Background: an optimization exercise with open tools, aiming at small area. Do not read the settings as production practice.
Function was checked by simulation only, so behaviour that the tests miss may differ from the original.
Power figures rest on the tool's default switching activity, not on a simulated workload. No driver is modelled on the clock port, so clocking that relies on it looks cheaper here than on a real chip.

== P ==
## output_collector
module output_collector #(
    parameter int FEATURE_MAP_WIDTH  = 4,
    parameter int FEATURE_MAP_HEIGHT = 4,
    parameter int OUTPUT_NB_CHANNELS = 6,
    parameter int OUT_WIDTH          = 16,
    parameter int FIFO_DEPTH         = 8
) (
    input  logic                       clk,
    input  logic                       arst_n_in,
    input  logic                       output_valid,
    input  logic [31:0]                output_x,
    input  logic [31:0]                output_y,
    input  logic [31:0]                output_ch,
    input  logic [95:0]                ods_data,
    output logic                       almost_full,
    output logic                       overflow,
    output logic                       host_valid,
    input  logic                       host_ready,
    output logic [OUT_WIDTH-1:0]       host_data,
    output logic [31:0]                host_x,
    output logic [31:0]                host_y,
    output logic [31:0]                host_ch,
    output logic                       frame_done
);
    localparam int FRAME_WORDS = FEATURE_MAP_WIDTH * FEATURE_MAP_HEIGHT * OUTPUT_NB_CHANNELS;
    function automatic logic [15:0] sat16(input logic [31:0] v);
        if (v[31] == 1'b0 && v[30:15] != 16'h0000) begin
            sat16 = 16'h7FFF;
        end else if (v[31] == 1'b1 && v[30:15] != 16'hFFFF) begin
            sat16 = 16'h8000;
  ...
clock: 7.0 ns
lec_check: 0
cap_margin: 5
core_margin: 2
core_utilization: 70
slew_margin: 5
standard.sh (not shown) runs the stock make flow with config.mk's settings and CLKGATE_MAP_FILE= SYNTH_SCRIPT=/design/flow/synth_recipe.tcl, a recipe that flattens the netlist after the stock synthesis.
==> flow/flow/run.sh <==
#!/bin/bash
set -euo pipefail
cd "$(dirname "$0")/.."
export FLOW_FLOW_DIR="$PWD/flow"
CTS="-sink_clustering_enable -repair_clock_nets -dont_use_dummy_load -sink_clustering_size 28 -sink_clustering_max_diameter 100 -buf_list sky130_fd_sc_hd__buf_12 -tree_buf sky130_fd_sc_hd__clkbuf_2 -root_buf sky130_fd_sc_hd__clkbuf_4"
bash standard.sh "SYNTH_SCRIPT=$FLOW_FLOW_DIR/synth.tcl" \
  "BUFFER_PORTS_ARGS=-buffer_cell sky130_fd_sc_hd__buf_1" "CTS_ARGS=$CTS" finish > standard.log 2>&1
==> flow/flow/abc_area.script <==
strash
dc2
dch
amap -A 8 -F 4
==> flow/flow/synth.tcl <==
# The standard synthesis script (synth_recipe.tcl), with one change: ABC
# maps the combinational logic with the area-oriented script abc_area.script
# in this folder instead of ORFS's speed script. Flip-flops are mapped before
# ABC runs, so the registers, their names and cell types are the standard ones.
proc synth {args} { yosys synth -nofsm -noshare {*}$args }
proc abc {args} {
  set i [lsearch -exact $args -script]
  if {$i >= 0} { lset args [expr {$i + 1}] $::env(FLOW_FLOW_DIR)/abc_area.script }
  yosys abc {*}$args
}
source $::env(SCRIPTS_DIR)/synth.tcl
# left out here: clear keep_hierarchy, flatten, clean up, hide names made inside functions, write 1_2_yosys.v
Inputs modified between P and Q:
# P
export LEC_CHECK = 0
export CAP_MARGIN = 5
export CORE_MARGIN = 2
export CORE_UTILIZATION = 70
export SLEW_MARGIN = 5
create_clock -name core_clock -period 7.0 [get_ports {clk}]
# Q
export LEC_CHECK = 0
export CAP_MARGIN = 20
export CORE_MARGIN = 2
export CORE_UTILIZATION = 55
export SLEW_MARGIN = 20
create_clock -name core_clock -period 7.0 [get_ports {clk}]
--- outcome ---
- Q against P; via count of the first global-routing pass is down slightly.
- Q: worst hold slack across all endpoints is 0.016 ns higher than what P reported.
- Looking at the reports, Q completed the entire flow and the layout it produced met the timing, design-rule and antenna checks.
- [Q vs P] routed wire length: higher in Q
- P consumes less power than Q.
- Between Q and P, the total iterations of the first detailed-routing run is lower for Q.
- Final cell count in Q is 162 higher than in P
- Between P and Q, the largest fanout on the critical path figures differ only marginally.
#### Input delta (R over Q)
# Q
export LEC_CHECK = 0
export CAP_MARGIN = 20
export CORE_MARGIN = 2
export CORE_UTILIZATION = 55
export SLEW_MARGIN = 20
create_clock -name core_clock -period 7.0 [get_ports {clk}]
# R
export LEC_CHECK = 0
export CAP_MARGIN = 20
export CORE_MARGIN = 2
export CORE_UTILIZATION = 75
export SLEW_MARGIN = 20
create_clock -name core_clock -period 7.0 [get_ports {clk}]
==> flow/flow/run.sh <==
#!/bin/bash
set -euo pipefail
cd "$(dirname "$0")/.."
CTS="-sink_clustering_enable -repair_clock_nets -dont_use_dummy_load -sink_clustering_size 30 -sink_clustering_max_diameter 100 -buf_list sky130_fd_sc_hd__buf_12 -tree_buf sky130_fd_sc_hd__clkbuf_2 -root_buf sky130_fd_sc_hd__clkbuf_4"
bash standard.sh "BUFFER_PORTS_ARGS=-buffer_cell sky130_fd_sc_hd__buf_1" "CTS_ARGS=$CTS" finish > standard.log 2>&1
removed: flow/flow/abc_area.script
removed: flow/flow/synth.tcl
==> comparison <==
- R vs. Q: core utilization saw an increase, final worst setup slack saw an increase, overall overflow remaining after global route saw little to no change, placed wire-length estimate after detailed placement saw an increase, minimum clock period saw a decrease.
- [R] worst hold slack fell 0.017 ns relative to Q
- R ends up with a area overhead of the layout relative to synthesis that is 2.6 points lower than in Q.
#### Input delta (S over R)
# R
export LEC_CHECK = 0
export CAP_MARGIN = 20
export CORE_MARGIN = 2
export CORE_UTILIZATION = 75
export SLEW_MARGIN = 20
create_clock -name core_clock -period 7.0 [get_ports {clk}]
# S
export LEC_CHECK = 0
export CAP_MARGIN = 20
export CORE_MARGIN = 2
export CORE_UTILIZATION = 70
export SLEW_MARGIN = 20
create_clock -name core_clock -period 7.0 [get_ports {clk}]
==> flow/flow/run.sh <==
#!/bin/bash
set -euo pipefail
cd "$(dirname "$0")/.."
export FLOW_FLOW_DIR="$PWD/flow"
CTS="-sink_clustering_enable -repair_clock_nets -dont_use_dummy_load -sink_clustering_size 28 -sink_clustering_max_diameter 100 -buf_list sky130_fd_sc_hd__buf_12 -tree_buf sky130_fd_sc_hd__clkbuf_2 -root_buf sky130_fd_sc_hd__clkbuf_4"
bash standard.sh "SYNTH_SCRIPT=$FLOW_FLOW_DIR/synth.tcl" \
  "BUFFER_PORTS_ARGS=-buffer_cell sky130_fd_sc_hd__buf_1" "CTS_ARGS=$CTS" finish > standard.log 2>&1
==> flow/flow/abc_area.script (new file) <==
strash
dc2
dch
amap -A 8 -F 4
==> flow/flow/synth.tcl (new file) <==
# The standard synthesis script (synth_recipe.tcl), with one change: ABC
# maps the combinational logic with the area-oriented script abc_area.script
# in this folder instead of ORFS's speed script. Flip-flops are mapped before
# ABC runs, so the registers, their names and cell types are the standard ones.
proc synth {args} { yosys synth -nofsm -noshare {*}$args }
proc abc {args} {
  set i [lsearch -exact $args -script]
  if {$i >= 0} { lset args [expr {$i + 1}] $::env(FLOW_FLOW_DIR)/abc_area.script }
  yosys abc {*}$args
}
source $::env(SCRIPTS_DIR)/synth.tcl
# left out here: clear keep_hierarchy, flatten, clean up, hide names made inside functions, write 1_2_yosys.v
==> summary.txt <==
- S ends up with a sequential share of layout area that is 0.73 points higher than in R.
- Taking R as the reference, in S number of CTS-inserted buffers now larger; post-layout net count decreased by about 2.5% relative to the old numbers.
- Compare R and S | sum of met3 wire segment lengths after detailed routing higher: S
- The run showing the greater via count is R.
- Going from R to S, the maximum achievable frequency was found to have gone down by 18 MHz.

[re-timing with driven ports]
Ports are ideal in the flow. The routed layouts listed here were re-timed in OpenROAD.
Step 1: set_driving_cell puts a clkbuf_16 on clk and a buf_2 on each other input, an assumption about the parent block.
Step 2 moves the port delays by t, midway between the first and last clock arrival at a register: inputs arrive t later, outputs are due t later. That takes back most of the time a late clock gives input paths.
a / b / c = ideal ports / drivers / drivers and shift; a / b = the first two.
run | shift t [ns] | setup WS [ns] | worst slew at a driven data input, ns
P | 0.947 | 1.317 / 1.260 / 1.703 | 0.15
Q | 0.913 | 1.591 / 1.532 / 2.134 | 0.11
R | 0.918 | 1.851 / 1.793 / 1.916 | 0.10
S | 0.947 | 1.317 / 1.260 / 1.703 | 0.15
After both steps setup and hold are still met in every run listed.
